This is an optimization exercise on Yosys and OpenROAD, whose aim is small area and a short achievable clock period, not a production implementation. At most, simulation tests tie the RTL to the original design; equivalence was not proved. Only the layout flow was run in run 1; the RTL was not checked for function there. Power is estimated from default activity; no workload was simulated.

### flow/design.v
module tx_frame_scheduler #(
    parameter int ADDR_W = 9
) (
    input  logic        i_clk,
    input  logic        i_rst,
    input  logic [7:0]  i_wr_data,
    input  logic        i_wr_en,
    input  logic        i_wr_abort,
    input  logic        i_clear_status,
    output logic        o_wr_ready,
    output logic [7:0]  o_tx_data,
    output logic        o_tx_valid,
    output logic        o_tx_last,
    input  logic        i_tx_ready,
    output logic [15:0] o_data_size,
    output logic [7:0]  o_frames_count,
    output logic [15:0] o_status
);
    localparam int DEPTH = 2**ADDR_W;
    localparam int PW    = ADDR_W + 1;
    localparam logic [15:0] MAX_LEN = 16'(DEPTH - 2);
    logic          s_len0, s_len1, s_data, s_skip, s_wbusy;
    logic          r_idle, r_hdr0, r_hdr1, r_data, r_rbusy;
    logic [ADDR_W-1:0] r_wr_ptr, r_commit_ptr;
    logic [PW-1:0] r_used, r_size;
    logic          r_full, r_ready, r_empty;
    logic [7:0]    r_len_lo;
    logic          r_lenlo_z, r_lenlo_1, r_lenlo_ff;
    logic [15:0]   r_remain;
    logic          r_rem1;
    logic [15:0]   r_count;
    logic          r_last;
    logic [7:0]    r_dout;
    logic [7:0]    r_frames;
    logic          r_frames_nz;
    logic [7:0]    r_drops;
    logic [3:0]    r_sticky;
    logic [15:0]   r_wa_n [4];
    logic [7:0]    r_wb_n;
    logic [7:0]    r_wq_data;
    localparam int NB  = 4;
    localparam int BW  = ADDR_W - 2;
    localparam int QTR = DEPTH / NB;
    logic [7:0]    w_rdata;
    logic [1:0]    r_ra_lo;
    logic [BW-1:0] r_bidx [NB];
    logic [7:0]    r_bdat [NB];
    assign w_rdata = r_bdat[r_ra_lo];
    logic abort_act, en, skip_dec, full_hit, store, st_len1, st_data;
    logic len_z, len_big, zl, ov, ok_len, commit, rewind, drop;
    logic [15:0] w_len;
    assign w_len     = {i_wr_data, r_len_lo};
    assign abort_act = i_wr_abort & ~s_len0;
    assign en        = i_wr_en & ~abort_act;
    assign skip_dec  = en & s_skip;
    assign full_hit  = en & ~s_skip & r_full;
    assign store     = en & ~s_skip & ~r_full;
    assign st_len1   = store & s_len1;
    assign st_data   = store & s_data;
    assign len_z     = (i_wr_data == 8'd0) & r_lenlo_z;
    assign len_big   = (i_wr_data > 8'd1) | ((i_wr_data == 8'd1) & r_lenlo_ff);
    assign zl        = st_len1 & len_z;
    assign ov        = st_len1 & ~len_z & len_big;
    assign ok_len    = st_len1 & ~len_z & ~len_big;
    assign commit    = st_data & r_rem1;
    assign rewind    = abort_act | full_hit | zl | ov;
    assign drop      = abort_act | (full_hit & ~s_len0) | zl | ov;
    logic [15:0] rem_dec;
    logic        rem_dec_is1;
    assign rem_dec     = r_remain - 16'd1;
    assign rem_dec_is1 = (r_remain == 16'd2);
    logic n_len0, n_len1, n_data, n_skip;
    logic [15:0] n_remain;
    logic        n_rem1;
    always_comb begin
        n_len0   = s_len0;
        n_len1   = s_len1;
        n_data   = s_data;
        n_skip   = s_skip;
        n_remain = r_remain;
        n_rem1   = r_rem1;
        if (abort_act) begin
            {n_len0, n_len1, n_data, n_skip} = 4'b1000;
        end else if (en) begin
            if (s_skip) begin
                n_remain = rem_dec;
                n_rem1   = rem_dec_is1;
                if (r_rem1) {n_len0, n_len1, n_data, n_skip} = 4'b1000;
            end else if (r_full) begin
                if (s_data && !r_rem1) begin
                    n_remain = rem_dec;
                    n_rem1   = rem_dec_is1;
                    {n_len0, n_len1, n_data, n_skip} = 4'b0001;
                end else begin
                    {n_len0, n_len1, n_data, n_skip} = 4'b1000;
                end
            end else if (s_len0) begin
                {n_len0, n_len1, n_data, n_skip} = 4'b0100;
            end else if (s_len1) begin
                n_remain = w_len;
                n_rem1   = (i_wr_data == 8'd0) & r_lenlo_1;
                if (len_z)        {n_len0, n_len1, n_data, n_skip} = 4'b1000;
                else if (len_big) {n_len0, n_len1, n_data, n_skip} = 4'b0001;
                else              {n_len0, n_len1, n_data, n_skip} = 4'b0010;
            end else if (s_data) begin
                n_remain = rem_dec;
                n_rem1   = rem_dec_is1;
                if (r_rem1) {n_len0, n_len1, n_data, n_skip} = 4'b1000;
            end
        end
    end
    logic [ADDR_W-1:0] wr_inc;
    assign wr_inc = r_wr_ptr + ADDR_W'(1);
    logic xfer, last_xfer, rd_inc;
    assign xfer      = r_data & i_tx_ready;
    assign last_xfer = xfer & r_last;
    assign rd_inc    = r_hdr0 | r_hdr1 | xfer;
    logic [15:0] cnt_dec;
    logic        cnt_is1, cnt_is2;
    assign cnt_dec = r_count - 16'd1;
    assign cnt_is1 = (r_count == 16'd1);
    assign cnt_is2 = (r_count == 16'd2);
    logic [7:0] dout_adv;
    assign dout_adv = r_last ? 8'd0 : w_rdata;
    logic [PW-1:0] used_p1, used_m1, size_m1;
    assign used_p1 = r_used + PW'(1);
    assign used_m1 = r_used - PW'(1);
    assign size_m1 = r_size - PW'(1);
    logic rw, st, hd;              
    assign rw = rewind;
    assign st = store & ~rewind;
    assign hd = ~rewind & ~store;
    logic [PW-1:0] n_used, n_size;
    logic          n_full, n_empty;
    assign n_used = ({PW{rw &  rd_inc}} & size_m1) | ({PW{rw & ~rd_inc}} & r_size) |
                    ({PW{st &  rd_inc}} & r_used)  | ({PW{st & ~rd_inc}} & used_p1) |
                    ({PW{hd &  rd_inc}} & used_m1) | ({PW{hd & ~rd_inc}} & r_used);
    assign n_full = (rw & ~rd_inc & (r_size == PW'(DEPTH))) |
                    (st &  rd_inc & r_full) | (st & ~rd_inc & (r_used == PW'(DEPTH - 1))) |
                    (hd & ~rd_inc & r_full);
    assign n_empty = (rw &  rd_inc & (r_size == PW'(1))) | (rw & ~rd_inc & (r_size == PW'(0))) |
                     (st &  rd_inc & r_empty) |
                     (hd &  rd_inc & (r_used == PW'(1))) | (hd & ~rd_inc & r_empty);
    assign n_size = ({PW{ commit &  rd_inc}} & r_used)  | ({PW{ commit & ~rd_inc}} & used_p1) |
                    ({PW{~commit &  rd_inc}} & size_m1) | ({PW{~commit & ~rd_inc}} & r_size);
    logic       f_inc, f_dec, f_hold;
    logic [7:0] frames_p1, frames_m1, n_frames;
    assign f_inc     = commit & ~last_xfer;
    assign f_dec     = last_xfer & ~commit;
    assign f_hold    = ~f_inc & ~f_dec;
    assign frames_p1 = r_frames + 8'd1;
    assign frames_m1 = r_frames - 8'd1;
    assign n_frames  = ({8{f_inc}} & frames_p1) | ({8{f_dec}} & frames_m1) | ({8{f_hold}} & r_frames);
    logic [7:0] drops_sat, n_drops;
    assign drops_sat = (r_drops == 8'hFF) ? 8'hFF : r_drops + 8'd1;
    assign n_drops = ({8{ i_clear_status & drop}} & 8'd1) |
                     ({8{~i_clear_status & drop}} & drops_sat) |
                     ({8{~i_clear_status & ~drop}} & r_drops);
    always_ff @(posedge i_clk or posedge i_rst) begin
        if (i_rst) begin
            s_len0       <= 1'b1;
            s_len1       <= 1'b0;
            s_data       <= 1'b0;
            s_skip       <= 1'b0;
            s_wbusy      <= 1'b0;
            r_idle       <= 1'b1;
            r_hdr0       <= 1'b0;
            r_hdr1       <= 1'b0;
            r_data       <= 1'b0;
            r_rbusy      <= 1'b0;
            r_wr_ptr     <= '0;
            r_commit_ptr <= '0;
            r_ra_lo      <= '0;
            for (int j = 0; j < NB; j++) r_bidx[j] <= '0;
            r_used       <= '0;
            r_size       <= '0;
            r_full       <= 1'b0;
            r_ready      <= 1'b1;
            r_empty      <= 1'b1;
            r_len_lo     <= 8'd0;
            r_lenlo_z    <= 1'b1;
            r_lenlo_1    <= 1'b0;
            r_lenlo_ff   <= 1'b0;
            r_remain     <= 16'd0;
            r_rem1       <= 1'b0;
            r_count      <= 16'd0;
            r_last       <= 1'b0;
            r_dout       <= 8'd0;
            r_frames     <= 8'd0;
            r_frames_nz  <= 1'b0;
            r_drops      <= 8'd0;
            r_sticky     <= 4'b0000;
        end else begin
            s_len0  <= n_len0;
            s_len1  <= n_len1;
            s_data  <= n_data;
            s_skip  <= n_skip;
            s_wbusy <= ~n_len0;
            r_remain <= n_remain;
            r_rem1   <= n_rem1;
            if (store && s_len0) begin
                r_len_lo   <= i_wr_data;
                r_lenlo_z  <= (i_wr_data == 8'h00);
                r_lenlo_1  <= (i_wr_data == 8'h01);
                r_lenlo_ff <= (i_wr_data == 8'hFF);
            end
            if (rewind)     r_wr_ptr <= r_commit_ptr;
            else if (store) r_wr_ptr <= wr_inc;
            if (commit) r_commit_ptr <= wr_inc;
            r_idle  <= (r_idle & ~r_frames_nz) | last_xfer;
            r_hdr0  <= r_idle & r_frames_nz;
            r_hdr1  <= r_hdr0;
            r_data  <= r_hdr1 | (r_data & ~last_xfer);
            r_rbusy <= ~((r_idle & ~r_frames_nz) | last_xfer);
            if ((r_idle & r_frames_nz) | r_hdr0 | r_hdr1 | (xfer & ~r_last)) begin
                r_ra_lo <= r_ra_lo + 2'd1;
                for (int j = 0; j < NB; j++)
                    if (r_ra_lo == 2'(j)) r_bidx[j] <= r_bidx[j] + 1'b1;
            end
            if (r_idle)      r_count[7:0]  <= w_rdata;
            else if (r_hdr0) r_count[15:8] <= w_rdata;
            else if (xfer)   r_count       <= cnt_dec;
            if (r_hdr1)      r_last <= cnt_is1;
            else if (r_data) r_last <= i_tx_ready ? (~r_last & cnt_is2) : r_last;
            else             r_last <= 1'b0;
            if (r_hdr1)      r_dout <= w_rdata;
            else if (r_data) r_dout <= i_tx_ready ? dout_adv : r_dout;
            else             r_dout <= 8'd0;
            r_frames    <= n_frames;
            r_frames_nz <= f_inc | (f_dec & (r_frames != 8'd1)) | (f_hold & r_frames_nz);
            r_used  <= n_used;
            r_size  <= n_size;
            r_full  <= n_full;
            r_ready <= ~n_full;
            r_empty <= n_empty;
            r_sticky <= (i_clear_status ? 4'b0000 : r_sticky) |
                        {abort_act, ov, zl, full_hit};
            r_drops  <= n_drops;
        end
    end
    always_ff @(posedge i_clk) begin
        for (int j = 0; j < 4; j++)
            for (int k = 0; k < 16; k++)
                r_wa_n[j][k] <= ~(store && r_wr_ptr[1:0] == 2'(j) && r_wr_ptr[5:2] == 4'(k));
        for (int k = 0; k < 8; k++) r_wb_n[k] <= ~(r_wr_ptr[8:6] == 3'(k));
        r_wq_data <= i_wr_data;
    end
    logic [DEPTH*8-1:0] r_mem;
    always_ff @(posedge i_clk) begin
        for (int j = 0; j < NB; j++) begin
            for (int i = 0; i < QTR; i++)
                if (!(r_wa_n[j][i[3:0]] | r_wb_n[i[6:4]])) r_mem[(j*QTR+i)*8 +: 8] <= r_wq_data;
            r_bdat[j] <= r_mem[(j*QTR + int'(r_bidx[j]))*8 +: 8];
        end
    end
    assign o_wr_ready     = r_ready;
    assign o_tx_valid     = r_data;
    assign o_tx_last      = r_last;
    assign o_tx_data      = r_dout;
    assign o_data_size    = 16'(r_size);
    assign o_frames_count = r_frames;
    assign o_status       = {r_drops, r_sticky, r_empty, r_full, r_rbusy, s_wbusy};
endmodule
### flow/constraint.sdc
create_clock -name core_clock -period 7.0 [get_ports {i_clk}]
set_input_delay 1.4000 -clock core_clock [delete_from_list [all_inputs] [get_ports {i_clk}]]
set_output_delay 1.4000 -clock core_clock [all_outputs]
set_load 0.01 [all_outputs]
### flow/config.mk
export PLATFORM = sky130hd
export DESIGN_NAME = tx_frame_scheduler
export DESIGN_NICKNAME = tx_frame_scheduler
export VERILOG_FILES = /design/flow/design.v
export SDC_FILE = /design/flow/constraint.sdc
export NUM_CORES = 4
export LEC_CHECK = 0
export ABC_CLOCK_PERIOD_IN_PS = 3000
export CAP_MARGIN = 20
export CORE_MARGIN = 2
export CORE_UTILIZATION = 40
export CTS_CLUSTER_DIAMETER = 120
export CTS_CLUSTER_SIZE = 25
export SETUP_SLACK_MARGIN = 3.7
export SLEW_MARGIN = 20
### flow/run.sh
#!/bin/bash
# synth_recipe.tcl (not shown) runs the flow's synth.tcl, then flattens the netlist and writes it again
# the make line also repeats each setting of config.mk as NAME=value (left out here)
make -C /OpenROAD-flow-scripts/flow DESIGN_CONFIG=/design/flow/config.mk WORK_HOME=/design/flow/orfs CLKGATE_MAP_FILE= SYNTH_SCRIPT=/design/flow/synth_recipe.tcl finish
==> qor.csv, run 1 <==
stage,metric,value,unit
synthesis,synth.largest_area_cell,edfxtp_1,
sta,relSlewSlack,0.184,
sta,worst_pin_slew,1.22,ns
synthesis,synth_top_flop_cell,edfxtp_1,
die,start_util,0.402,
layout,syn2layout_area_growth,7.53,%
routing,routed_wl,437000,um
cts,cts_tree,built,
global_route,overflow,0,
cts,clk_pin_slew,0.10,ns
layout,drive_gt1_frac,0.162,
layout,fin_cells,14400,
synthesis,ys_ff_latch,4363,
cts,clk_latency,0.99,ns
routing,wl_per_cell,30.3,um
synthesis,async_flop_share,0.0355,
global_route,grt_pass1_wl,625000,um
synthesis,synth.top_cell.area_share,0.722,
die,die_y,657,um
pwr,vdd_ir_drop_max,283,uV
sta,rsz0062_at_grt,true,
synthesis,avgSynthCellArea,19.5,um^2
routing,ant_nets,0,
layout,nets,8660,
cts,clock_sinks,4363,
die,boundaryPins,65,
pwr,leakagePower,0.0560,uW
synthesis,synth_edf_count,4096,
cts,cts_buffer_depth,4,
synthesis,ys_top_cells_by_area,"edfxtp_1, mux4_2, mux2i_1",
sta,tns,0,ns
setup_path,worstPathBufferInverterCount,1,
sta,fin_skew,0.0597,ns
routing,via_per_inst,5.87,
synthesis,synth.distinct_cells,95,
pwr,p_per_area,336,nW/um^2
pwr,p_total,61500,uW
setup_path,reg2reg_slack,3.76,ns
global_route,grt_use_total,0.197,
setup_path,startpoint_type,flip-flop,
cts,clock-root-buffer,clkbuf_16,
min_path,hold_class,flip-flop to flip-flop,
global_route,grt_max_degree,186,
global_route,antenna_found_initial,18,
sta,fmax,302,MHz
setup_path,slowest_stage,dfrtp_2,
placed_design,dp_cells,14000,
synthesis,ys_seq_area_frac,0.758,
sta,fin_crit,3.31,ns
placed_design,pre_cts_ws,2.56,ns
sta,timing.final.ws_setup,3.69,ns
setup_path,crit_family,flip-flops,
sta,finalSetupViolations,0,
cts,ctsHoldBuffers,0,
setup_path,slowest_delay,0.54,ns
routing,drc,0,
setup_path,end_kind,output port,
synthesis,synthCells,8736,
flow_run,cap_viol_max_count,0,
cts,htreeDepth,4,
status,status,timing/DRC/antenna clean,
setup_path,cp_cell_sequence,clkdlybuf4s15_2,
die,core,424000,um^2
placed_design,gp_congestion,0.860,
placed_design,hpwlAfterDp,266000,um
global_route,grt_pass1_vias,84300,
die,die_width,657,um
die,fp-row-count,239,
routing,drt_iter0_drc,10400,
sta,final_hold_viol_count,0,
layout,final_cell_mix,"edfxtp_1, mux4_2, nor2_1, mux2i_1, nand2_1",
sta,maxSlewViolCount,0,
setup_path,path_max_fanout,14,
setup_path,critPathKind,flip-flop to output port,
setup_path,arrival,1.91,ns
synthesis,syn_area,170000,um^2
routing,vias,84700,
synthesis,yosys_warnings,4,
cts,cts_inserted_buffers,198,
sta,min_period_over_period,0.473,
die,die_area,431000,um^2
routing,drt-pass1-iter-count,6,
placed_design,io_buffers,58,
layout,layout_commonest_cell,edfxtp_1,
setup_path,required,5.60,ns
==> path summary, 6_finish.rpt <==
check,startpoint,endpoint,cells past startpoint
worst max-delay path,r_full,o_status[2],1
worst min-delay path,r_commit_ptr[1],r_commit_ptr[1],2
worst max register to register,r_bidx[3][1],r_bdat[3][7],6
worst min register to register,r_commit_ptr[1],r_commit_ptr[1],2
max in group asynchronous,i_rst,r_bidx[2][1],4
min in group asynchronous,i_rst,r_len_lo[1],3
==> area by class of cell <==
| type | instances | area [um^2] |
|---|---|---|
| Fill cell | 36200 | 241000 |
| Multi-Input combinational cell | 3746 | 38100 |
| Antenna cell | 3 | 7.51 |
| Inverter | 53 | 203 |
| Clock buffer | 338 | 5480 |
| Tap cell | 5663 | 7090 |
| Clock inverter | 16 | 238 |
| Timing Repair Buffer | 254 | 2760 |
| Sequential cell | 4363 | 129000 |
==> power by group <==
group	switching [uW]	leakage, uW	internal (uW)
registers	1120	0.0396	28900
logic	10400	0.0137	7610
clock network	8020	0.00271	5450
==> cells in the mapped netlist (all sizes together), types with 14 or more instances <==
| cell | n |
|---|---|
| o22ai | 92 |
| o21ai | 104 |
| mux2i | 512 |
| edfxtp | 4096 |
| nand3b | 24 |
| o32a | 24 |
| nor3 | 54 |
| a31oi | 36 |
| a221oi | 30 |
| ha | 30 |
| a211o | 14 |
| o211ai | 31 |
| inv | 49 |
| and3 | 14 |
| xor2 | 18 |
| a211oi | 91 |
| a22o | 47 |
| nor2 | 642 |
| dfxtp | 112 |
| nand2 | 253 |
| a2111oi | 17 |
| a21oi | 162 |
| mux4 | 830 |
| xnor2 | 41 |
| a22oi | 155 |
| nand4 | 22 |
| or2 | 33 |
| mux2 | 25 |
| and2 | 19 |
| clkbuf | 203 |
| nor2b | 40 |
| nor4 | 24 |
| buf | 376 |
| nand3 | 73 |
| o221ai | 88 |
| nand2b | 23 |
| or3 | 21 |
| dfrtp | 150 |
==> metrics by stage <==
stage	utilization	hold WS, ns	cell area, um^2
6_report	0.432	0.494	183000
5_1_grt	0.432	0.509	183000
4_1_cts	0.432	0.498	183000
3_5_place_dp	0.417	0.473	177000
3_3_place_gp	0.417	0.466	177000
2_1_floorplan	-	0.349	170000
==> registers in the layout, indices dropped and copies added, names as in the netlist, 8 cells and up <==
register      cells
r_mem          4096
r_len_lo          8
r_wb_n            8
r_count          16
r_wq_data         8
r_wa_n           64
r_wr_ptr          9
r_bdat           32
r_drops           8
r_remain         16
r_frames          8
r_dout            8
r_size           10
r_used           10
r_bidx           28
r_commit_ptr      9
==> kinds of logic after synthesis <==
logic type / after synthesis / synth area share
AO/OA/AOI/OAI: 995 / 0.0417
XOR/XNOR: 59 / 0.00303
adder cells (fa/ha/maj): 30 / 0.00220
buffers and inverters: 632 / 0.0193
flip-flops: 4363 / 0.758
multiplexers: 1367 / 0.141
other: 1 / 0.0000220
AND/OR/NAND/NOR: 1289 / 0.0341
==> metal layers <==
metal | track usage | wire (um) | up-vias
li1 | - | - | 35200
met1 | 0.279 | 180000 | 45500
met2 | 0.322 | 211000 | 3384
met3 | 0.0298 | 33000 | 584
met4 | 0.0484 | 12400 | 10
met5 | 0 | 63 | -
==> repair_timing <==
item                                    4_1_cts  5_1_grt
endpoints found under the setup margin       82       37
resized for setup                           125       30
pin swaps                                     1        0
cloned                                        5        1
setup buffers                                32        1
==> run 2, diff against run 1 <==
--- a/flow/design.v
+++ b/flow/design.v
@@ -35,14 +35,14 @@
     logic          r_frames_nz;
     logic [7:0]    r_drops;
     logic [3:0]    r_sticky;
-    logic [15:0]   r_wa_n [4];
+    logic [7:0]    r_wa_n [8];
     logic [7:0]    r_wb_n;
     logic [7:0]    r_wq_data;
-    localparam int NB  = 4;
-    localparam int BW  = ADDR_W - 2;
+    localparam int NB  = 8;
+    localparam int BW  = ADDR_W - 3;
     localparam int QTR = DEPTH / NB;
     logic [7:0]    w_rdata;
-    logic [1:0]    r_ra_lo;
+    logic [2:0]    r_ra_lo;
     logic [BW-1:0] r_bidx [NB];
     logic [7:0]    r_bdat [NB];
     assign w_rdata = r_bdat[r_ra_lo];
@@ -213,9 +213,9 @@
             r_data  <= r_hdr1 | (r_data & ~last_xfer);
             r_rbusy <= ~((r_idle & ~r_frames_nz) | last_xfer);
             if ((r_idle & r_frames_nz) | r_hdr0 | r_hdr1 | (xfer & ~r_last)) begin
-                r_ra_lo <= r_ra_lo + 2'd1;
+                r_ra_lo <= r_ra_lo + 3'd1;
                 for (int j = 0; j < NB; j++)
-                    if (r_ra_lo == 2'(j)) r_bidx[j] <= r_bidx[j] + 1'b1;
+                    if (r_ra_lo == 3'(j)) r_bidx[j] <= r_bidx[j] + 1'b1;
             end
             if (r_idle)      r_count[7:0]  <= w_rdata;
             else if (r_hdr0) r_count[15:8] <= w_rdata;
@@ -239,9 +239,9 @@
         end
     end
     always_ff @(posedge i_clk) begin
-        for (int j = 0; j < 4; j++)
-            for (int k = 0; k < 16; k++)
-                r_wa_n[j][k] <= ~(store && r_wr_ptr[1:0] == 2'(j) && r_wr_ptr[5:2] == 4'(k));
+        for (int j = 0; j < 8; j++)
+            for (int k = 0; k < 8; k++)
+                r_wa_n[j][k] <= ~(store && r_wr_ptr[2:0] == 3'(j) && r_wr_ptr[5:3] == 3'(k));
         for (int k = 0; k < 8; k++) r_wb_n[k] <= ~(r_wr_ptr[8:6] == 3'(k));
         r_wq_data <= i_wr_data;
     end
@@ -249,7 +249,7 @@
     always_ff @(posedge i_clk) begin
         for (int j = 0; j < NB; j++) begin
             for (int i = 0; i < QTR; i++)
-                if (!(r_wa_n[j][i[3:0]] | r_wb_n[i[6:4]])) r_mem[(j*QTR+i)*8 +: 8] <= r_wq_data;
+                if (!(r_wa_n[j][i[2:0]] | r_wb_n[i[5:3]])) r_mem[(j*QTR+i)*8 +: 8] <= r_wq_data;
             r_bdat[j] <= r_mem[(j*QTR + int'(r_bidx[j]))*8 +: 8];
         end
     end
==> qor.csv, run 2 <==
stage,metric,value,unit
die,die_y,659,um
sta,finalSetupViolations,0,
pwr,vdd_ir_drop_max,289,uV
synthesis,yosys_warnings,4,
setup_path,worstPathBufferInverterCount,1,
pwr,leakagePower,0.0564,uW
layout,fin_area,185000,um^2
routing,vias,84600,
placed_design,hpwlAfterDp,256000,um
sta,min_period_over_period,0.462,
cts,htreeDepth,4,
cts,clk_latency,0.96,ns
sta,fin_skew,0.0402,ns
sta,relSlewSlack,0.169,
setup_path,cp_cell_sequence,dlygate4sd2_1,
setup_path,slowest_stage,dfrtp_1,
setup_path,critPathKind,flip-flop to output port,
setup_path,timing.rr.start,r_bidx[4][1],
setup_path,end_kind,output port,
cts,ctsHoldBuffers,0,
sta,tns,0,ns
min_path,hp-start,r_dout[5],
placed_design,placed_area,178000,um^2
global_route,grt_use_total,0.190,
setup_path,path_max_fanout,4,
min_path,holdPathEnd,r_dout[5],
setup_path,reg2reg_slack,3.81,ns
die,start_util,0.402,
synthesis,synth.top_cell.area_share,0.716,
sta,fin_crit,3.24,ns
global_route,grt_pass1_vias,84200,
sta,maxSlewViolCount,0,
setup_path,r2r-end,r_bdat[4][4],
synthesis,synth.distinct_cells,80,
status,status,timing/DRC/antenna clean,
synthesis,ys_ff_latch,4416,
cts,cts_tree,built,
sta,fmax,309,MHz
layout,final_cell_mix,"edfxtp_1, mux4_2, nor2_1, mux2i_1, nand2_1",
global_route,grt_max_degree,189,
cts,cts_buffer_depth,4,
synthesis,ys_seq_area_frac,0.759,
routing,drt-pass1-iter-count,7,
sta,final_hold_viol_count,0,
synthesis,synth_top_family_by_area,multiplexers,
cts,cts_inserted_buffers,199,
setup_path,arrival,1.84,ns
layout,syn2layout_area_growth,7.67,%
synthesis,synthSimpleGateAreaFrac,0.0363,
layout,multi_input_area,38900,um^2
layout,drive_gt1_frac,0.166,
die,die_width,659,um
routing,via_per_inst,5.81,
min_path,hold_class,flip-flop to flip-flop,
sta,rsz0062_at_grt,false,
setup_path,worst_r2r_path_depth,5,
layout,nets,8763,
die,fp-row-count,240,
layout,layout_commonest_cell,edfxtp_1,
routing,drt_iter0_drc,9688,
setup_path,startpoint_type,flip-flop,
setup_path,required,5.60,ns
routing,routed_wl,423000,um
die,boundaryPins,65,
synthesis,synth_edf_count,4096,
layout,largest_register_ffs,4096,
flow_run,cap_viol_max_count,0,
pwr,p_per_area,332,nW/um^2
placed_design,gp_congestion,0.862,
synthesis,synth.most_common_cell,edfxtp_1,
synthesis,avgSynthCellArea,19.4,um^2
setup_path,slowest_delay,0.44,ns
layout,seq_area,130000,um^2
synthesis,synth-xor-area-share,0.00454,
synthesis,synth_top_flop_cell,edfxtp_1,
global_route,antenna_found_initial,10,
cts,clock_sinks,4416,
synthesis,synthMuxAreaShare,0.148,
die,core,427000,um^2
synthesis,synth_compound_area_frac,0.0341,
placed_design,dp_cells,14200,
setup_path,crit_family,flip-flops,
cts,clk_pin_slew,0.10,ns
layout,fin_cells,14600,
synthesis,syn_area,172000,um^2
layout,top_register,r_mem,
cts,clock-root-buffer,clkbuf_16,
synthesis,async_flop_share,0.0399,
layout,n_fill_cell,36400,
routing,ant_nets,0,
synthesis,synthTopCellsByCount,"edfxtp_1, mux4_2, nor2_1",
placed_design,io_buffers,58,
synthesis,synth.largest_area_cell,edfxtp_1,
global_route,grt_pass1_wl,608000,um
synthesis,synthCells,8855,
routing,wl_per_cell,29.0,um
pwr,p_total,61400,uW
min_path,whs_path_depth,2,
global_route,overflow,0,
die,die_area,434000,um^2
layout,reg.largest.list,"r_mem x4096, r_bdat x64, r_wa_n x64",
synthesis,ys_top_cells_by_area,"edfxtp_1, mux4_2, mux2i_1",
routing,drc,0,
synthesis,synth_fa_ha_area_frac,0.00270,
sta,worst_pin_slew,1.25,ns
-- run 2: changes by cell type after synthesis, moves of 41 or more --
cell | before | now
o21ai_0 | 100 | 152
mux2_2 | 24 | 65
a211oi_1 | 91 | 44
buf_1 | 107 | 154
a21oi_1 | 162 | 116
mux4_2 | 830 | 881
nor2_1 | 641 | 699
nand2_1 | 253 | 313
clkbuf_1 | 202 | 274
a22oi_1 | 155 | 72
buf_4 | 95 | 24
-- run 2: worst max path at each step --
stage	endpoint	from	slack [ns]	depth (start not counted)
CTS	o_tx_valid	r_data	3.29	2
global placement	r_wr_ptr[3]	i_wr_data[3]	2.13	6
detailed placement	r_wr_ptr[3]	i_wr_data[3]	2.11	6
floorplan	r_frames[4]	i_wr_en	3.21	11
finish	o_data_size[9]	r_size[9]	3.76	1
global route	o_data_size[5]	r_size[5]	3.70	1
-- run 2: layout make-up --
cell class	instances	share of cell area
timing repair buffer	231	0.0127
sequential	4416	0.706
multi-input combinational	3813	0.210
antenna	5	0.0000677
clock inverter	10	0.000873
clock buffer	360	0.0307
inverter	51	0.00106
tap	5687	0.0385
-- run 2: cell families (layout without fill, tap and decap cells) --
logic type	Yosys count	in the layout
AOI/OAI and AO/OA	841	841
xor gates and xnor gates	89	89
adders and majority gates	37	37
buffers and inverters	631	652
DFF	4416	4416
muxes	1429	1429
other	1	11
and+or+nand+nor	1411	1411
-- run 2: layer usage --
layer | global-route usage | wire, um | up-vias | share of wire
met4 | 0.0446 | 10700 | 2 | 0.025
met3 | 0.0269 | 30200 | 466 | 0.071
met5 | 0 | 11 | - | 0.000026
met1 | 0.272 | 178000 | 45500 | 0.42
li1 | - | - | 35400 | -
met2 | 0.309 | 204000 | 3266 | 0.48
-- run 2: stage by stage --
step	setup slack [ns]	util	hold WS (ns)
detailed placement	2.11	0.418	0.470
finish	3.76	0.433	0.490
global route	3.70	0.433	0.517
global placement	2.13	0.418	0.459
floorplan	3.21	-	0.414
CTS	3.29	0.432	0.492
-- run 2: report_power, final --
group | switching (uW) | leakage (uW) | internal (uW)
clock network | 8040 | 0.00276 | 5640
registers | 2010 | 0.0402 | 29500
logic | 9070 | 0.0135 | 7080
total | 19100 | 0.0564 | 42200
-- run 2: what timing repair did --
item / CTS / global route
cloned: 1 / 0
buffers inserted: 23 / 6
endpoints found under the setup margin: 122 / 59
pin swaps: 1 / 0
gates resized for setup: 139 / 37
==> run 3, diff against run 2 <==
--- a/flow/config.mk
+++ b/flow/config.mk
@@ -11,5 +11,5 @@
 export CORE_UTILIZATION = 40
 export CTS_CLUSTER_DIAMETER = 120
 export CTS_CLUSTER_SIZE = 25
-export SETUP_SLACK_MARGIN = 3.7
+export SETUP_SLACK_MARGIN = 4.0
 export SLEW_MARGIN = 20
==> qor.csv, run 3 <==
stage,metric,value,unit
status,status,timing/DRC/antenna clean,
synthesis,synth_top_flop_cell,edfxtp_1,
layout,largest_register_ffs,4096,
die,fp-row-count,240,
routing,drc,0,
synthesis,ys_seq_area_frac,0.759,
layout,drive_gt1_frac,0.178,
layout,layout_commonest_cell,edfxtp_1,
synthesis,ys_top_cells_by_area,"edfxtp_1, mux4_2, mux2i_1",
setup_path,startpoint_type,flip-flop,
pwr,vdd_ir_drop_max,286,uV
synthesis,synth_edf_count,4096,
cts,cts_tree,built,
setup_path,cp_cell_sequence,buf_6,
sta,maxSlewViolCount,0,
routing,ant_nets,0,
die,die_width,659,um
pwr,leakagePower,0.0569,uW
routing,drt-pass1-iter-count,7,
routing,wl_per_cell,29.2,um
setup_path,crit_family,flip-flops,
cts,cts_inserted_buffers,199,
min_path,hold_class,flip-flop to flip-flop,
setup_path,slowest_stage,dfrtp_2,
placed_design,gp_congestion,0.862,
routing,vias,85200,
synthesis,ys_ff_latch,4416,
setup_path,worstPathBufferInverterCount,1,
setup_path,end_kind,output port,
sta,worst_pin_slew,1.28,ns
setup_path,critPathKind,flip-flop to output port,
die,core,427000,um^2
layout,final_cell_mix,"edfxtp_1, mux4_2, nor2_1, mux2i_1, nand2_1",
layout,n_fill_cell,36300,
sta,rsz0062_at_grt,true,
layout,nets,8832,
placed_design,placed_area,178000,um^2
pwr,p_per_area,334,nW/um^2
cts,clk_pin_slew,0.10,ns
synthesis,synth.top_cell.area_share,0.716,
synthesis,synthCells,8855,
routing,drt_iter0_drc,9752,
synthesis,avgSynthCellArea,19.4,um^2
layout,seq_area,130000,um^2
layout,reg.largest.list,"r_mem x4096, r_bdat x64, r_wa_n x64",
routing,routed_wl,428000,um
sta,min_period_over_period,0.442,
sta,fin_skew,0.0420,ns
sta,relSlewSlack,0.150,
sta,final_hold_viol_count,0,
cts,clock_sinks,4416,
synthesis,async_flop_share,0.0399,
cts,ctsHoldBuffers,0,
layout,top_register,r_mem,
cts,clock-root-buffer,clkbuf_16,
die,die_area,434000,um^2
global_route,grt_max_degree,189,
die,start_util,0.402,
cts,htreeDepth,4,
layout,syn2layout_area_growth,8.29,%
sta,fmax,323,MHz
setup_path,required,5.60,ns
sta,finalSetupViolations,0,
routing,via_per_inst,5.82,
setup_path,arrival,1.69,ns
layout,fin_area,186000,um^2
synthesis,syn_area,172000,um^2
setup_path,path_max_fanout,2,
synthesis,synth.most_common_cell,edfxtp_1,
cts,cts_buffer_depth,4,
sta,whs,0.501,ns
global_route,grt_pass1_wl,614000,um
die,die_y,659,um
setup_path,slowest_delay,0.55,ns
cts,clk_latency,0.97,ns
synthesis,synth.distinct_cells,80,
synthesis,synthTopCellsByCount,"edfxtp_1, mux4_2, nor2_1",
synthesis,synth.largest_area_cell,edfxtp_1,
global_route,antenna_found_initial,10,
global_route,overflow,0,
placed_design,hpwlAfterDp,256000,um
die,boundaryPins,65,
layout,multi_input_area,38900,um^2
global_route,grt_pass1_vias,84600,
sta,fin_crit,3.09,ns
flow_run,cap_viol_max_count,0,
synthesis,yosys_warnings,4,
sta,tns,0,ns
setup_path,worst_r2r_path_depth,7,
setup_path,crit_cells,1,
placed_design,io_buffers,58,
global_route,grt_use_total,0.192,
min_path,whs_path_depth,2,
==> run 3: worst paths after layout <==
path,from,end,slack (ns)
setup / recovery,r_dout[2],o_tx_data[2],3.91
min in group asynchronous,i_rst,r_remain[11],0.93
setup reg to reg,r_bidx[1][2],r_bdat[1][4],4.03
hold / removal,r_commit_ptr[1],r_commit_ptr[1],0.50
hold reg to reg,r_commit_ptr[1],r_commit_ptr[1],0.50
max in group asynchronous,i_rst,r_bidx[7][1],4.60
==> run 3: final cells by class <==
| type | instances | share of cell area |
|---|---|---|
| well taps | 5687 | 0.0383 |
| inverters | 51 | 0.00109 |
| diodes | 5 | 0.0000673 |
| multi-input cells | 3813 | 0.209 |
| repair buffers | 300 | 0.0179 |
| clock buffers | 360 | 0.0305 |
| flip-flops and latches | 4416 | 0.702 |
| clock inverters | 10 | 0.000868 |
==> run 3: where the power goes <==
group | total, uW | internal, uW | switching (uW)
sequential | 31300 | 29500 | 1760
clock | 13700 | 5640 | 8070
combinational | 17100 | 7540 | 9600
total | 62100 | 42700 | 19400
==> run 3: cells by family after synthesis <==
family | after synthesis | synth area share
compound gates | 841 | 0.0341
xor+xnor | 89 | 0.00454
fa+ha+maj | 37 | 0.00270
buf+inv | 631 | 0.0154
flops | 4416 | 0.759
mux | 1429 | 0.148
other cells | 1 | 0.0000218
simple gates | 1411 | 0.0363
==> run 3: per-layer routing <==
metal	vias up	global-route usage	wire length [um]
li1	35500	-	-
met1	45900	0.274	181000
met2	3226	0.312	206000
met3	481	0.0285	29900
met4	2	0.0454	11100
met5	-	0	11
==> run 3: what timing repair did <==
item	CTS	global route
resized for setup	348	40
cloned	5	0
endpoints found under the hold margin	0	0
buffers inserted	74	20
pin swaps	2	1
endpoints found under the setup margin	170	82
==> run 3: through the flow <==
step                utilization  power (uW)  cells  worst slack (ns)
finish                    0.435       62100  14600              3.91
global route              0.435       64200  14600              3.87
CTS                       0.434       62300  14600              3.80
detailed placement        0.418       48100  14200              2.11
global placement          0.418       47900  14200              2.13
floorplan                     -       42100   8860              3.21
==> run 4, diff against run 3 <==
--- a/flow/config.mk
+++ b/flow/config.mk
@@ -11,5 +11,5 @@
 export CORE_UTILIZATION = 40
 export CTS_CLUSTER_DIAMETER = 120
 export CTS_CLUSTER_SIZE = 25
-export SETUP_SLACK_MARGIN = 4.0
+export SETUP_SLACK_MARGIN = 4.3
 export SLEW_MARGIN = 20
==> qor.csv, run 4 <==
stage,metric,value,unit
cts,cts_tree,built,
sta,final_hold_viol_count,0,
cts,ctsHoldBuffers,0,
cts,htreeDepth,4,
synthesis,async_flop_share,0.0399,
pwr,p_total,62900,uW
layout,n_fill_cell,36300,
synthesis,yosys_warnings,4,
setup_path,slowest_delay,0.60,ns
sta,relSlewSlack,0.204,
global_route,grt_max_degree,230,
layout,fin_cells,14700,
synthesis,synth.distinct_cells,80,
die,die_area,434000,um^2
sta,min_period_over_period,0.441,
pwr,vdd_ir_drop_max,236,uV
setup_path,required,5.60,ns
routing,routed_wl,433000,um
sta,finalSetupViolations,0,
global_route,grt_pass1_wl,621000,um
setup_path,timing.rr.start,r_full,
setup_path,critPathKind,flip-flop to output port,
sta,worst_pin_slew,1.19,ns
setup_path,reg2reg_slack,4.21,ns
status,status,timing/DRC/antenna clean,
sta,rsz0062_at_grt,true,
pwr,leakagePower,0.0574,uW
sta,fin_skew,0.0881,ns
setup_path,end_kind,output port,
die,fp-row-count,240,
setup_path,arrival,1.69,ns
routing,drc,0,
sta,maxSlewViolCount,0,
routing,drt_iter0_drc,10000,
routing,drt-pass1-iter-count,6,
die,boundaryPins,65,
placed_design,io_buffers,58,
routing,wl_per_cell,29.5,um
die,core,427000,um^2
placed_design,pre_cts_ws,2.04,ns
synthesis,synth_edf_count,4096,
layout,layout_commonest_cell,edfxtp_1,
cts,cts_inserted_buffers,199,
layout,top_register,r_mem,
placed_design,gp_congestion,0.855,
cts,clock_sinks,4416,
layout,reg.largest.list,"r_mem x4096, r_bdat x64, r_wa_n x64",
placed_design,dp_cells,14200,
routing,vias,85800,
setup_path,worst_r2r_path_depth,9,
pwr,p_per_area,336,nW/um^2
min_path,whs_path_depth,2,
cts,clk_latency,0.98,ns
synthesis,ys_seq_area_frac,0.759,
layout,final_cell_mix,"edfxtp_1, mux4_2, nor2_1, mux2i_1, nand2_1",
layout,largest_register_ffs,4096,
min_path,holdPathEnd,r_commit_ptr[3],
synthesis,syn_area,172000,um^2
synthesis,synth.most_common_cell,edfxtp_1,
synthesis,ys_ff_latch,4416,
layout,syn2layout_area_growth,8.95,%
setup_path,r2r-end,r_frames[4],
routing,ant_nets,0,
flow_run,cap_viol_max_count,0,
setup_path,path_max_fanout,2,
cts,clk_pin_slew,0.11,ns
die,start_util,0.402,
sta,fmax,324,MHz
sta,whs,0.488,ns
synthesis,synth.largest_area_cell,edfxtp_1,
global_route,overflow,0,
die,die_y,659,um
layout,drive_gt1_frac,0.189,
synthesis,synthTopCellsByCount,"edfxtp_1, mux4_2, nor2_1",
sta,tns,0,ns
routing,via_per_inst,5.84,
cts,clock-root-buffer,clkbuf_16,
global_route,grt_pass1_vias,85400,
min_path,hold_class,flip-flop to flip-flop,
placed_design,hpwlAfterDp,255000,um
global_route,grt_use_total,0.194,
setup_path,cp_cell_sequence,buf_6,
sta,timing.final.ws_setup,3.91,ns
layout,nets,8883,
setup_path,startpoint_type,flip-flop,
setup_path,crit_family,flip-flops,
cts,cts_buffer_depth,4,
synthesis,avgSynthCellArea,19.4,um^2
min_path,hp-start,r_commit_ptr[3],
die,die_width,659,um
global_route,antenna_found_initial,11,
synthesis,synth.top_cell.area_share,0.716,
sta,fin_crit,3.09,ns
synthesis,ys_top_cells_by_area,"edfxtp_1, mux4_2, mux2i_1",
synthesis,synthCells,8855,
synthesis,synth_top_flop_cell,edfxtp_1,
setup_path,slowest_stage,dfstp_2,
setup_path,worstPathBufferInverterCount,1,
[run 4: layout make-up]
class / count / area (um^2) / share of cell area
Antenna cell: 1 / 2.50 / 0.0000134
Clock buffer: 359 / 5690 / 0.0304
Clock inverter: 9 / 86.3 / 0.000462
Inverter: 51 / 206 / 0.00110
Multi-Input combinational cell: 3813 / 39300 / 0.210
Sequential cell: 4416 / 130000 / 0.698
Tap cell: 5687 / 7120 / 0.0380
Timing Repair Buffer: 351 / 4180 / 0.0224
[run 4: kinds of logic after synthesis]
family	count (synthesis)	share of synthesized area
mux	1429	0.148
compound gates	841	0.0341
buf+inv	631	0.0154
xor+xnor	89	0.00454
fa+ha+maj	37	0.00270
flops	4416	0.759
simple gates	1411	0.0363
other cells	1	0.0000218
[run 4: how the worst max path moves through the flow]
stage / from / end / slack, ns / cells after the start
2_1_floorplan: i_rst / r_bidx[0][0] / 3.35 / 1
3_3_place_gp: i_wr_abort / r_frames[4] / 2.13 / 10
3_5_place_dp: i_wr_abort / r_frames[4] / 2.04 / 10
4_1_cts: r_empty / o_status[3] / 3.86 / 1
5_1_grt: r_empty / o_status[3] / 3.87 / 1
6_report: r_empty / o_status[3] / 3.91 / 1
[run 4: what timing repair did]
item	CTS	global route
pin swaps	11	8
setup endpoints to repair	354	152
gates cloned	9	5
resized for setup	468	85
setup buffers	113	28
endpoints found under the hold margin	0	0
[run 4: power by group]
part,leakage [uW],internal [uW],switching (uW)
Sequential,0.0401,29500,1570
Combinational,0.0145,8060,10100
Clock,0.00274,5580,8030
[run 4: tightest hold or removal path: stages (launching register included)]
cell and delay (ns):
dfrtp_1 0.36, nand2_1 0.05, o21ai_0 0.06
[run 4: per-layer routing]
layer / track usage / vias to the layer above / wire length, um
met1: 0.279 / 46100 / 182000
li1: - / 35700 / -
met3: 0.0287 / 504 / 32700
met2: 0.313 / 3461 / 207000
met5: 0 / - / 63
met4: 0.0454 / 8 / 11100
[run 4: stage by stage]
step | instance area [um^2] | util
global route | 187000 | 0.438
detailed placement | 178000 | 0.418
floorplan | 172000 | -
CTS | 186000 | 0.436
finish | 187000 | 0.438
global placement | 178000 | 0.418
==> run 5, diff against run 4 <==
--- a/flow/config.mk
+++ b/flow/config.mk
@@ -11,5 +11,5 @@
 export CORE_UTILIZATION = 40
 export CTS_CLUSTER_DIAMETER = 120
 export CTS_CLUSTER_SIZE = 25
-export SETUP_SLACK_MARGIN = 4.3
+export SETUP_SLACK_MARGIN = 4.6
 export SLEW_MARGIN = 20
==> qor.csv, run 5 <==
stage,metric,value,unit
status,status,timing/DRC/antenna clean,
synthesis,synth_edf_count,4096,
layout,drive_gt1_frac,0.236,
synthesis,synth.most_common_cell,edfxtp_1,
setup_path,crit_family,flip-flops,
sta,fin_skew,0.0888,ns
routing,drc,0,
die,die_width,659,um
global_route,grt_max_degree,230,
pwr,clockPowerShare,0.205,
routing,drt-pass1-iter-count,8,
layout,reg.largest.list,"r_mem x4096, r_bdat x64, r_wa_n x64",
pwr,p_per_area,345,nW/um^2
routing,ant_nets,0,
die,fp-row-count,240,
setup_path,worstPathBufferInverterCount,1,
pwr,leakagePower,0.0594,uW
placed_design,io_buffers,58,
sta,relSlewSlack,0.221,
layout,final_cell_mix,"edfxtp_1, mux4_2, nor2_1, mux2i_1, nand2_1",
sta,final_hold_viol_count,0,
sta,maxSlewViolCount,0,
synthesis,synthCells,8855,
synthesis,yosys_warnings,4,
setup_path,startpoint_type,flip-flop,
synthesis,ys_top_cells_by_area,"edfxtp_1, mux4_2, mux2i_1",
setup_path,critPathKind,flip-flop to output port,
cts,htreeDepth,4,
die,core,427000,um^2
pwr,combinationalPowerShare,0.328,
setup_path,cp_cell_sequence,buf_6,
setup_path,path_max_fanout,2,
cts,cts_tree,built,
global_route,grt_pass1_vias,86800,
setup_path,slowest_delay,0.60,ns
pwr,p_total,66300,uW
sta,fmax,323,MHz
setup_path,slowest_stage,dfstp_2,
die,start_util,0.402,
sta,worst_pin_slew,1.17,ns
synthesis,ys_ff_latch,4416,
global_route,grt_pass1_wl,637000,um
cts,cts_buffer_depth,4,
layout,syn2layout_area_growth,12.0,%
routing,vias,87400,
cts,clk_pin_slew,0.11,ns
pwr,seqPwrFrac,0.467,
cts,ctsHoldBuffers,0,
synthesis,synth.distinct_cells,80,
sta,tns,0,ns
layout,nets,9113,
synthesis,synth.largest_area_cell,edfxtp_1,
placed_design,hpwlAfterDp,255000,um
die,boundaryPins,65,
setup_path,end_kind,output port,
sta,finalSetupViolations,0,
synthesis,async_flop_share,0.0399,
pwr,vdd_ir_drop_max,238,uV
routing,wl_per_cell,30.0,um
synthesis,ys_seq_area_frac,0.759,
synthesis,synthTopCellsByCount,"edfxtp_1, mux4_2, nor2_1",
synthesis,syn_area,172000,um^2
cts,cts_inserted_buffers,199,
layout,top_register,r_mem,
synthesis,synth_top_flop_cell,edfxtp_1,
min_path,hold_class,flip-flop to flip-flop,
pwr,internal_power,45300,uW
synthesis,avgSynthCellArea,19.4,um^2
cts,clk_latency,0.99,ns
die,die_area,434000,um^2
cts,clock-root-buffer,clkbuf_16,
global_route,overflow,0,
synthesis,synth.top_cell.area_share,0.716,
setup_path,arrival,1.70,ns
sta,rsz0062_at_grt,true,
routing,via_per_inst,5.86,
global_route,grt_use_total,0.200,
pwr,switching_power,21000,uW
sta,min_period_over_period,0.442,
setup_path,required,5.60,ns
pwr,switching_share,0.317,
placed_design,gp_congestion,0.855,
routing,drt_iter0_drc,10100,
sta,fin_crit,3.10,ns
flow_run,cap_viol_max_count,0,
cts,clock_sinks,4416,
die,die_y,659,um
global_route,antenna_found_initial,11,
layout,layout_commonest_cell,edfxtp_1,
routing,routed_wl,448000,um
layout,largest_register_ffs,4096,
-- run 5: cell counts after synthesis --
No cell type changed its count.
-- run 5: repair_timing --
action                     4_1_cts  5_1_grt
setup buffers                  234       96
pin swaps                       49       71
setup endpoints to repair      583      256
gates cloned                    39       16
gates resized for setup        864      227
-- run 5: routing by layer --
metal / global-route usage / vias to the layer above / part of all wire
met5: 0 / - / 0.00020
met3: 0.0305 / 549 / 0.076
li1: - / 36200 / -
met4: 0.0484 / 12 / 0.026
met2: 0.322 / 3491 / 0.48
met1: 0.287 / 47200 / 0.42
-- run 5: area by class of cell --
cell class / count / area [um^2]
timing repair buffer: 581 / 7680
sequential: 4416 / 130000
tap: 5687 / 7120
fill: 35800 / 235000
multi-input combinational: 3813 / 41000
clock inverter: 9 / 86.3
inverter: 51 / 218
antenna: 4 / 10.0
clock buffer: 359 / 5690
-- run 5: stage by stage --
step | util | cell area (um^2) | setup WS (ns) | hold WS [ns] | instances
after floorplan | - | 172000 | 3.35 | 0.414 | 8860
after global placement | 0.418 | 178000 | 2.13 | 0.461 | 14200
after detailed placement | 0.418 | 178000 | 2.04 | 0.464 | 14200
after CTS | 0.445 | 190000 | 3.86 | 0.471 | 14800
after global routing | 0.450 | 192000 | 3.87 | 0.516 | 14900
final | 0.450 | 192000 | 3.90 | 0.492 | 14900
-- run 5: power by group through the flow --
stage / Combinational, uW / Clock (uW) / Sequential (uW)
2_1_floorplan: 11600 / 0 / 30600
3_3_place_gp: 15600 / 0 / 32300
3_5_place_dp: 15700 / 0 / 32400
4_1_cts: 20500 / 13900 / 30900
5_1_grt: 22700 / 14700 / 31000
6_report: 21700 / 13600 / 30900
-- run 5: cells by family (layout without fill, tap and decap cells) --
logic type                 count (synthesis)  after routing  synth area share
other                                      1             10         0.0000218
and+or+nand+nor                         1411           1411            0.0363
buffers and inverters                    631           1000            0.0154
AOI/OAI and AO/OA                        841            841            0.0341
xor gates and xnor gates                  89             89           0.00454
adders and majority gates                 37             37           0.00270
muxes                                   1429           1429             0.148
DFF                                     4416           4416             0.759
-- run 5: worst paths after layout --
check	depth (start not counted)	startpoint	end	slack, ns
min	2	r_commit_ptr[3]	r_commit_ptr[3]	0.49
max reg2reg	11	r_full	r_frames[4]	4.33
min in group asynchronous	3	i_rst	s_wbusy	0.87
min reg2reg	2	r_commit_ptr[3]	r_commit_ptr[3]	0.49
max in group asynchronous	3	i_rst	r_bidx[2][1]	5.04
max	1	r_empty	o_status[3]	3.90
==> run 6, diff against run 5 <==
--- a/flow/design.v
+++ b/flow/design.v
@@ -151,6 +151,23 @@
     assign frames_p1 = r_frames + 8'd1;
     assign frames_m1 = r_frames - 8'd1;
     assign n_frames  = ({8{f_inc}} & frames_p1) | ({8{f_dec}} & frames_m1) | ({8{f_hold}} & r_frames);
+    logic [7:0]    r_frames_o;
+    logic [PW-1:0] r_size_o;
+    logic          r_empty_o, r_full_o, r_valid_o, r_last_o;
+    logic [7:0]    n_frames_o;
+    logic [PW-1:0] n_size_o, size_o_m1;
+    logic          n_full_o, n_empty_o;
+    assign n_frames_o = ({8{f_inc}} & (r_frames_o + 8'd1)) | ({8{f_dec}} & (r_frames_o - 8'd1)) |
+                        ({8{f_hold}} & r_frames_o);
+    assign size_o_m1  = r_size_o - PW'(1);
+    assign n_size_o   = ({PW{ commit &  rd_inc}} & r_used)    | ({PW{ commit & ~rd_inc}} & used_p1) |
+                        ({PW{~commit &  rd_inc}} & size_o_m1) | ({PW{~commit & ~rd_inc}} & r_size_o);
+    assign n_full_o   = (rw & ~rd_inc & (r_size == PW'(DEPTH))) |
+                        (st &  rd_inc & r_full_o) | (st & ~rd_inc & (r_used == PW'(DEPTH - 1))) |
+                        (hd & ~rd_inc & r_full_o);
+    assign n_empty_o  = (rw &  rd_inc & (r_size == PW'(1))) | (rw & ~rd_inc & (r_size == PW'(0))) |
+                        (st &  rd_inc & r_empty_o) |
+                        (hd &  rd_inc & (r_used == PW'(1))) | (hd & ~rd_inc & r_empty_o);
     logic [7:0] drops_sat, n_drops;
     assign drops_sat = (r_drops == 8'hFF) ? 8'hFF : r_drops + 8'd1;
     assign n_drops = ({8{ i_clear_status & drop}} & 8'd1) |
@@ -187,6 +204,12 @@
             r_last       <= 1'b0;
             r_dout       <= 8'd0;
             r_frames     <= 8'd0;
+            r_frames_o   <= 8'd0;
+            r_size_o     <= '0;
+            r_empty_o    <= 1'b1;
+            r_full_o     <= 1'b0;
+            r_valid_o    <= 1'b0;
+            r_last_o     <= 1'b0;
             r_frames_nz  <= 1'b0;
             r_drops      <= 8'd0;
             r_sticky     <= 4'b0000;
@@ -228,6 +251,14 @@
             else             r_dout <= 8'd0;
             r_frames    <= n_frames;
             r_frames_nz <= f_inc | (f_dec & (r_frames != 8'd1)) | (f_hold & r_frames_nz);
+            r_frames_o <= n_frames_o;
+            r_size_o   <= n_size_o;
+            r_full_o   <= n_full_o;
+            r_empty_o  <= n_empty_o;
+            r_valid_o  <= r_hdr1 | (r_valid_o & ~(i_tx_ready & r_last));
+            if (r_hdr1)         r_last_o <= cnt_is1;
+            else if (r_valid_o) r_last_o <= i_tx_ready ? (~r_last_o & cnt_is2) : r_last_o;
+            else                r_last_o <= 1'b0;
             r_used  <= n_used;
             r_size  <= n_size;
             r_full  <= n_full;
@@ -254,10 +285,10 @@
         end
     end
     assign o_wr_ready     = r_ready;
-    assign o_tx_valid     = r_data;
-    assign o_tx_last      = r_last;
+    assign o_tx_valid     = r_valid_o;
+    assign o_tx_last      = r_last_o;
     assign o_tx_data      = r_dout;
-    assign o_data_size    = 16'(r_size);
-    assign o_frames_count = r_frames;
-    assign o_status       = {r_drops, r_sticky, r_empty, r_full, r_rbusy, s_wbusy};
+    assign o_data_size    = 16'(r_size_o);
+    assign o_frames_count = r_frames_o;
+    assign o_status       = {r_drops, r_sticky, r_empty_o, r_full_o, r_rbusy, s_wbusy};
 endmodule
==> qor.csv, run 6 <==
stage,metric,value,unit
status,status,timing/DRC/antenna clean,
cts,cts_tree,built,
setup_path,arrival,1.71,ns
cts,htreeDepth,4,
sta,fmax,321,MHz
synthesis,synth_top_flop_cell,edfxtp_1,
routing,met2_wirelength,218000,um
sta,maxSlewViolCount,0,
sta,finalSetupViolations,0,
layout,reg.largest.list,"r_mem x4096, r_bdat x64, r_wa_n x64",
global_route,grt_use_total,0.201,
die,fp-row-count,241,
routing,drc,0,
pwr,vdd_ir_drop_max,241,uV
layout,layout_commonest_cell,edfxtp_1,
global_route,overflow,0,
die,die_y,662,um
cts,cts_buffer_depth,4,
sta,fin_skew,0.0812,ns
synthesis,synth.largest_area_cell,edfxtp_1,
min_path,whs_path_depth,2,
die,core,431000,um^2
die,die_area,438000,um^2
setup_path,path_max_fanout,1,
global_route,grt_max_degree,193,
pwr,p_per_area,343,nW/um^2
synthesis,ys_top_cells_by_area,"edfxtp_1, mux4_2, dfrtp_1",
die,start_util,0.402,
setup_path,startpoint_type,flip-flop,
synthesis,ys_ff_latch,4437,
sta,worst_pin_slew,1.20,ns
cts,ctsHoldBuffers,0,
die,die_width,662,um
routing,via_per_inst,5.88,
flow_run,cap_viol_max_count,0,
layout,final_cell_mix,"edfxtp_1, mux4_2, nor2_1, mux2i_1, buf_4",
layout,syn2layout_area_growth,11.9,%
sta,fin_crit,3.11,ns
setup_path,cp_cell_sequence,buf_6,
routing,highest_layer,met5,
setup_path,reg2reg_slack,4.53,ns
min_path,hp-start,r_commit_ptr[3],
setup_path,slowest_delay,0.54,ns
routing,drt_iter0_drc,10600,
synthesis,synth.most_common_cell,edfxtp_1,
setup_path,worstPathBufferInverterCount,1,
synthesis,synthCells,8886,
layout,nets,9186,
placed_design,hpwlAfterDp,261000,um
die,boundaryPins,65,
synthesis,synth.distinct_cells,97,
global_route,antenna_found_initial,14,
synthesis,syn_area,173000,um^2
synthesis,synth.top_cell.area_share,0.711,
cts,clock-root-buffer,clkbuf_16,
setup_path,critPathKind,flip-flop to output port,
cts,clk_latency,0.98,ns
cts,clock_sinks,4437,
synthesis,avgSynthCellArea,19.5,um^2
synthesis,async_flop_share,0.0444,
routing,met3_length,33600,um
setup_path,crit_family,flip-flops,
setup_path,slowest_stage,dfrtp_2,
min_path,holdPathEnd,r_commit_ptr[3],
sta,tns,0,ns
setup_path,end_kind,output port,
min_path,hold_class,flip-flop to flip-flop,
sta,min_period_over_period,0.445,
pwr,p_total,66400,uW
sta,final_hold_viol_count,0,
cts,cts_inserted_buffers,202,
synthesis,ys_seq_area_frac,0.756,
routing,wl_met1,187000,um
placed_design,gp_congestion,0.836,
global_route,grt_pass1_wl,642000,um
pwr,leakagePower,0.0600,uW
setup_path,timing.rr.start,r_bidx[4][0],
placed_design,io_buffers,58,
routing,vias,88200,
sta,relSlewSlack,0.202,
routing,drt-pass1-iter-count,6,
routing,ant_nets,0,
cts,clk_pin_slew,0.11,ns
synthesis,synth_edf_count,4096,
layout,largest_register_ffs,4096,
routing,wl_per_cell,30.3,um
routing,routed_wl,455000,um
setup_path,required,5.60,ns
global_route,grt_pass1_vias,86900,
setup_path,worst_r2r_path_depth,8,
synthesis,yosys_warnings,4,
layout,drive_gt1_frac,0.243,
setup_path,r2r-end,r_bdat[4][2],
layout,top_register,r_mem,
sta,rsz0062_at_grt,true,
synthesis,synthTopCellsByCount,"edfxtp_1, mux4_2, nor2_1",
-- run 6: changes by cell type after synthesis, sizes merged, moves of 45 or more --
cell	before	now
buf	306	380
clkbuf	274	203
mux2i	483	416
nand2	313	265
a211oi	44	89
o21ai	152	92
-- run 6: routing by layer --
metal | track usage | vias to the layer above
li1 | - | 36500
met1 | 0.284 | 47500
met2 | 0.327 | 3664
met3 | 0.0273 | 614
met4 | 0.0566 | 8
met5 | 0 | -
-- run 6: layout make-up --
cell class | instances | area [um^2]
Fill cell | 36000 | 237000
Sequential cell | 4437 | 131000
Multi-Input combinational cell | 3823 | 41300
Timing Repair Buffer | 617 | 7910
Tap cell | 5710 | 7140
Clock buffer | 354 | 5770
Clock inverter | 12 | 239
Inverter | 51 | 204
Antenna cell | 2 | 5.00
-- run 6: kinds of logic (layout without fill, tap and decap cells) --
logic type,count (synthesis),in the layout,share of synthesized area
flip-flops,4437,4437,0.756
multiplexers,1375,1375,0.143
AND/OR/NAND/NOR,1349,1351,0.0351
AO/OA/AOI/OAI,943,944,0.0390
buffers and inverters,634,1034,0.0185
XOR/XNOR,107,107,0.00542
adder cells (fa/ha/maj),40,40,0.00289
other,1,8,0.0000217
-- run 6: where the power goes --
part | leakage, uW | switching [uW] | total, uW | internal [uW]
clock network | 0.00285 | 8170 | 13900 | 5770
registers | 0.0404 | 1410 | 31100 | 29700
logic | 0.0168 | 11300 | 21400 | 10100
total | 0.0600 | 20900 | 66400 | 45500
-- run 6: timing repair --
item	CTS	global route
pin swaps	45	91
gates cloned	43	18
hold endpoints to repair	0	0
setup buffers	211	136
setup endpoints to repair	965	513
gates resized for setup	760	268
-- run 6: worst max path at each step --
stage	from	endpoint	slack [ns]	depth (start not counted)
finish	s_wbusy	o_status[0]	3.89	1
global route	s_wbusy	o_status[0]	3.84	1
CTS	s_wbusy	o_status[0]	3.77	1
detailed placement	i_wr_en	r_frames_o[5]	2.04	8
global placement	i_wr_en	r_frames_o[2]	2.05	9
floorplan	i_rst	r_bidx[0][0]	3.06	1
-- run 6: stage by stage --
step           setup WS [ns]  area (um^2)  cells  utilization  hold WS [ns]
2_1_floorplan           3.06       173000   8891            -         0.352
3_3_place_gp            2.05       179000  14200        0.416         0.460
3_5_place_dp            2.04       179000  14200        0.416         0.471
4_1_cts                 3.77       191000  14900        0.443         0.496
5_1_grt                 3.84       194000  15000        0.449         0.526
6_report                3.89       194000  15000        0.449         0.494

## afterwards: timing with drivers on the ports
In the flow no input, the clock included, has a driving cell. The finished layouts below were timed again as built, in two steps. Step 1 (the two cells are an assumption about what drives the block):
set clk [get_ports {i_clk}]
set_driving_cell -lib_cell sky130_fd_sc_hd__clkbuf_16 $clk
set_driving_cell -lib_cell sky130_fd_sc_hd__buf_2 [delete_from_list [all_inputs] $clk]
Step 2, shift: input delay + t, output delay - t, t = (earliest + latest rising clock arrival at the registers) / 2. This alone moves slack from input paths to output paths. a / b / c = ideal / step 1 / step 2; a / b = the first two.
run	t, ns	setup slack, ns	cell pins on the clock port's net
run 1	1.055	3.690 / 3.582 / 2.700	1
run 2	1.050	3.764 / 3.662 / 2.831	1
run 3	1.052	3.907 / 3.805 / 2.939	1
run 4	1.050	3.914 / 3.803 / 3.273	1
run 5	1.050	3.904 / 3.794 / 3.318	1
run 6	1.058	3.888 / 3.772 / 3.483	1
After both steps every run listed still meets setup and hold. For run 1, which loses most, drivers alone change the setup slack by -0.108 ns; drivers and shift together by -0.990 ns.
